What follows belongs to an exercise in optimizing a design on an open flow for small area; a production flow would make more cautious choices. Function was checked by simulation only, so behaviour that the tests miss may differ from the original. No activity file was given, so power comes from the tool's default toggle rates. No driver is modelled on the clock port, so clocking that relies on it looks cheaper here than on a real chip.

## P
==> flow/design.v (excerpt) <==
module inst_buffer_top (
    input  logic         clock,
    input  logic         reset,
    input  logic         flush_i,
    input  logic [259:0] if_packet_i,
    input  logic [1:0]   if_valid_num_i,
    input  logic [1:0]   id_ready_num_i,
    output logic [3:0]   buffer_free_o,
    output logic [259:0] id_packet_o,
    output logic [1:0]   id_valid_num_o
);
clock: 6.0 ns
lec_check: 0
cap_margin: 20
core_margin: 2
core_utilization: 40
cts_cluster_diameter: 100
cts_cluster_size: 20
slew_margin: 20
standard.sh (not shown) runs the stock make flow with config.mk's settings and CLKGATE_MAP_FILE= SYNTH_SCRIPT=/design/flow/synth_recipe.tcl, a recipe that flattens the netlist after the stock synthesis.
==> flow/flow/run.sh <==
#!/bin/bash
# Standard layout, with the port buffers made from the smallest buffer cell.
export BUFFER_PORTS_ARGS="-buffer_cell sky130_fd_sc_hd__buf_1"
bash standard.sh > standard.log 2>&1
Inputs modified between P and Q:
# P
export LEC_CHECK = 0
export CAP_MARGIN = 20
export CORE_MARGIN = 2
export CORE_UTILIZATION = 40
export CTS_CLUSTER_DIAMETER = 100
export CTS_CLUSTER_SIZE = 20
export SLEW_MARGIN = 20
create_clock -name core_clock -period 6.0 [get_ports {clock}]
# Q
export LEC_CHECK = 0
export CAP_MARGIN = 20
export CORE_MARGIN = 2
export CORE_UTILIZATION = 40
export SLEW_MARGIN = 20
create_clock -name core_clock -period 6.0 [get_ports {clock}]
==> comparison <==
- Diff P -> Q: hold slack now sits lower; growth of design area from synthesis to finish now sits higher; diode insertion count for antenna repair now sits higher.

inst_buffer_top, a different RTL version from the one above (not shown whole).
Size in the first run: about 530 I/O pins.
Settings: LEC_CHECK=0, CAP_MARGIN=20, CORE_MARGIN=2, CORE_UTILIZATION=70, SLEW_MARGIN=20; clock period 6.0 ns.
==> flow/flow/run.sh <==
#!/bin/bash
# Standard layout (the standard.sh, including its synthesis script),
# with these changes:
#  - ABC maps the logic with flow/abc_map.script, ORFS's speed script
#    without its buffering and sizing passes (the 6 ns clock leaves plenty
#    of slack); ORFS's scripts are copied to ./scripts with only that file
#    replaced, and SCRIPTS_DIR points there;
#  - the port buffers are made from the smallest buffer cell, buf_1;
#  - placement-time buffering (timing-driven global placement and
#    repair_design) may not use the large buffers and inverters listed in
#    small_buffers.tcl, so fanout trees are built from buf_2/buf_4;
#  - clock tree synthesis clusters up to 30 sinks per leaf buffer and
#    inserts no dummy loads.
set -e
here=$(pwd)
rm -rf scripts
cp -r "$FLOW_HOME/scripts" scripts
cp flow/abc_map.script scripts/abc_speed.script
export SCRIPTS_DIR=$here/scripts
export BUFFER_PORTS_ARGS="-buffer_cell sky130_fd_sc_hd__buf_1"
export PRE_GLOBAL_PLACE_TCL=$here/flow/small_buffers.tcl
export PRE_RESIZE_TCL=$here/flow/small_buffers.tcl
export CTS_ARGS="-sink_clustering_enable -repair_clock_nets -dont_use_dummy_load -sink_clustering_size 30 -sink_clustering_max_diameter 100"
bash standard.sh > standard.log 2>&1
==> flow/flow/abc_map.script <==
&get -n
&st
&syn2
&dch
&nf
&put
==> flow/flow/small_buffers.tcl <==
set_dont_use {sky130_fd_sc_hd__buf_6 sky130_fd_sc_hd__buf_8 sky130_fd_sc_hd__buf_12 sky130_fd_sc_hd__buf_16 sky130_fd_sc_hd__bufbuf_8 sky130_fd_sc_hd__bufbuf_16 sky130_fd_sc_hd__clkbuf_8 sky130_fd_sc_hd__clkbuf_16 sky130_fd_sc_hd__bufinv_8 sky130_fd_sc_hd__bufinv_16 sky130_fd_sc_hd__inv_8 sky130_fd_sc_hd__inv_12 sky130_fd_sc_hd__inv_16 sky130_fd_sc_hd__clkinv_8 sky130_fd_sc_hd__clkinv_16 sky130_fd_sc_hd__clkdlybuf4s*}
==> next run, changes <==
==> flow/flow/run.sh (replaced) <==
#!/bin/bash
# Standard layout (the standard.sh), with two changes:
#  - the port buffers are made from the smallest buffer cell, buf_1;
#  - clock tree synthesis clusters up to 25 sinks per leaf buffer and
#    inserts no dummy loads.
export BUFFER_PORTS_ARGS="-buffer_cell sky130_fd_sc_hd__buf_1"
export CTS_ARGS="-sink_clustering_enable -repair_clock_nets -dont_use_dummy_load -sink_clustering_size 25 -sink_clustering_max_diameter 100"
bash standard.sh > standard.log 2>&1
CORE_UTILIZATION = 80   (was 70)
removed: flow/flow/abc_map.script
removed: flow/flow/small_buffers.tcl
What happened: The new run passed the timing, design-rule and antenna checks. Combinational power rose by 9.6%. Via count rose by 10%. Hold slack gets better by 0.13 ns. Wire length rose by 15%. Synthesized cell count rose by 14%. First-iteration DRC count rose by 18%. Clock power rose by 9.1%. Critical path depth fell by 3. Area after synthesis rose by 4.0%. Design area rose by 1.8%. Clock skew fell by 0.0044 ns.

-- port drivers added, routing unchanged --
No port has a modelled driver above. Below, the same layouts with a new extraction and two added sets of constraints.
Step 1 assumes that a clkbuf_16 drives the clock port and a buf_2 every other input.
Step 2 moves the port delays by t, midway between the first and last clock arrival at a register: inputs arrive t later, outputs are due t later. That takes back most of the time a late clock gives input paths.
Three values: no drivers, after step 1, after step 2; two values: the first two.
run | shift t [ns] | setup slack, ns | clock arrival spread, ns | worst register clock-pin slew, ns
P | 0.734 | 1.303 / 1.234 / 1.908 | 0.016 / 0.016 | 0.09 / 0.09
Q | 0.738 | 1.270 / 1.203 / 1.907 | 0.033 / 0.033 | 0.06 / 0.06
the first run of note 2 | 0.675 | 1.152 / 1.087 / 1.362 | 0.027 / 0.027 | 0.11 / 0.11
the second run of note 2 | 0.685 | 1.060 / 0.992 / 1.294 | 0.016 / 0.016 | 0.10 / 0.10
After both steps setup and hold are still met in every run listed.
